This is an optimization exercise on Yosys and OpenROAD, whose aim is small area, not a production implementation.
At most, simulation tests tie the RTL to the original design; equivalence was not proved.
Power figures rest on the tool's default switching activity, not on a simulated workload.

Setup of the previous run:
## pcie_tl
module pcie_tl #(
    parameter int NUM_VC = 8
) (
    input  wire                               aclk,
    input  wire                               arst,
    input  wire                               awvalid_i,
    input  wire                               wvalid_i,
    input  wire pcie_tl_pkg::cpu_aw_t         cpu_aw_i,
    output logic                              awready_o,
    output logic                              wready_o,
    output logic                              bvalid_o,
    input  wire                               bready_i,
    output pcie_tl_pkg::axi_resp_t            bresp_o,
    input  wire                               arvalid_i,
    input  wire pcie_tl_pkg::cpu_ar_t         araddr_i,
    output logic                              arready_o,
    output logic                              rvalid_o,
    input  wire                               rready_i,
    output pcie_tl_pkg::cpu_r_t               cpu_r_o,
    output logic                              mem_arvalid_o,
    input  wire                               mem_arready_i,
    output logic [pcie_tl_pkg::DATA_W-1:0]    mem_araddr_o,
    input  wire                               mem_rvalid_i,
    output logic                              mem_rready_o,
    input  wire [pcie_tl_pkg::DATA_W-1:0]     mem_rdata_i,
    input  wire                               mem_rlast_i,
    output logic                              tx_valid_o,
    input  wire                               tx_ready_i,
    output logic [pcie_tl_pkg::DATA_W-1:0]    tx_data_o,
    input  wire                               linkup_i,
    input  wire [NUM_VC-1:0]                  dll_vc_up_i
);
    logic [31:0] wa, wd, ra;
    logic        wr_fire, rd_fire;
    assign wa       = cpu_aw_i.addr;
    assign wd       = cpu_aw_i.data;
    assign ra       = araddr_i.addr;
    assign wr_fire  = awready_o && awvalid_i && wvalid_i;
    assign rd_fire  = arready_o && arvalid_i;
    assign wready_o = awready_o;
    function automatic logic is_mapped(input logic [31:0] addr);
  ...
Size: about 1000 cells after synthesis, about 290 flip-flops.
clock: 5.0 ns
lec_check: 0
cap_margin: 20
core_margin: 2
core_utilization: 70
slew_margin: 20
standard.sh (not shown) runs the stock make flow with config.mk's settings and CLKGATE_MAP_FILE= SYNTH_SCRIPT=/design/flow/synth_recipe.tcl, a recipe that flattens the netlist after the stock synthesis.
==> flow/flow/run.sh <==
#!/bin/bash
# Standard ORFS layout with two changes: the port buffers are the smallest
# buffer cell, and clock tree synthesis uses small clock buffers and no dummy
# loads. Each tool's full output goes to the ORFS logs under orfs/logs and the
# make output to flow_make.log in this folder.
set -euo pipefail
export BUFFER_PORTS_ARGS="-buffer_cell sky130_fd_sc_hd__buf_1"
export CTS_ARGS="-sink_clustering_enable -repair_clock_nets -dont_use_dummy_load -sink_clustering_size 12 -sink_clustering_max_diameter 60 -buf_list {sky130_fd_sc_hd__clkbuf_8 sky130_fd_sc_hd__clkbuf_4 sky130_fd_sc_hd__clkbuf_2}"
bash standard.sh > flow_make.log 2>&1
Modified inputs, the current run compared to the previous run
--- a/flow/design.v
+++ b/flow/design.v
@@ -145,31 +145,27 @@
         end else begin
             case (ls_q)
                 L_IDLE:  if (link_wr) ls_q <= L_START;
                 L_START: ls_q <= L_TRAIN;
                 L_TRAIN: if (linkup_i) ls_q <= 4'h8;
                 L_DONE:  ;
                 default: ls_q <= L_IDLE;
             endcase
         end
     end
     function automatic logic [25:0] inc26(input logic [25:0] x);
-        logic cb, c;
-        cb = 1'b1;
-        for (int j = 0; j < 26; j += 4) begin
-            c = cb;
-            for (int i = j; i < j + 4 && i < 26; i++) begin
-                inc26[i] = x[i] ^ c;
-                c        = c & x[i];
-            end
-            cb = cb & (&x[j +: 4]);
+        logic c;
+        c = 1'b1;
+        for (int i = 0; i < 26; i++) begin
+            inc26[i] = x[i] ^ c;
+            c        = c & x[i];
         end
     endfunction
     localparam logic [2:0] T_IDLE = 3'd0;
     localparam logic [2:0] T_HDR0 = 3'd1;
     localparam logic [2:0] T_HDR1 = 3'd2;
     localparam logic [2:0] T_HDR2 = 3'd3;
     localparam logic [2:0] T_PAY  = 3'd4;
     logic [2:0]  ts_q;
     logic        dma_pend_q;
     logic        req_valid_q;
     logic [9:0]  left_q;         
### Flow results
Min worst endpoint required time across the previous run and the current run: the previous run
The previous run fits on a die that is larger than the die of the current run.
Changes observed in the current run relative to the previous run: combined global-route utilization of all metal layers now smaller, switching power of the nets has decreased, layout buffer count excluding clock buffers increased by 2.6% relative to the old numbers, worst vdd rail ir drop picked up an extra 24 uV.
The current run against the previous run: wire length went down 1.5%; met1 wire length decreased by 4.1% relative to the old numbers; proportion of cell area occupied by multi-input gates has increased; cell count -15.
Function not checked in the current run: the RTL went through the layout flow alone.

-- port drivers added, routing unchanged --
Ports are ideal in the flow. The routed layouts listed here were re-timed in OpenROAD. Step 1 assumes that a clkbuf_16 drives the clock port and a buf_2 every other input. Step 2 moves the port delays by t, midway between the first and last clock arrival at a register: inputs arrive t later, outputs are due t later. That takes back most of the time a late clock gives input paths. Slacks: ideal ports / drivers / drivers and shift; pairs: ideal ports / drivers.
| run | t, ns | setup slack, ns | worst setup path at the end |
|---|---|---|---|
| the previous run | 0.597 | 1.016 / 0.977 / 1.574 | register to output |
| the current run | 0.581 | 0.133 / 0.133 / 0.133 | register to register |
After both steps every run listed still meets setup and hold.
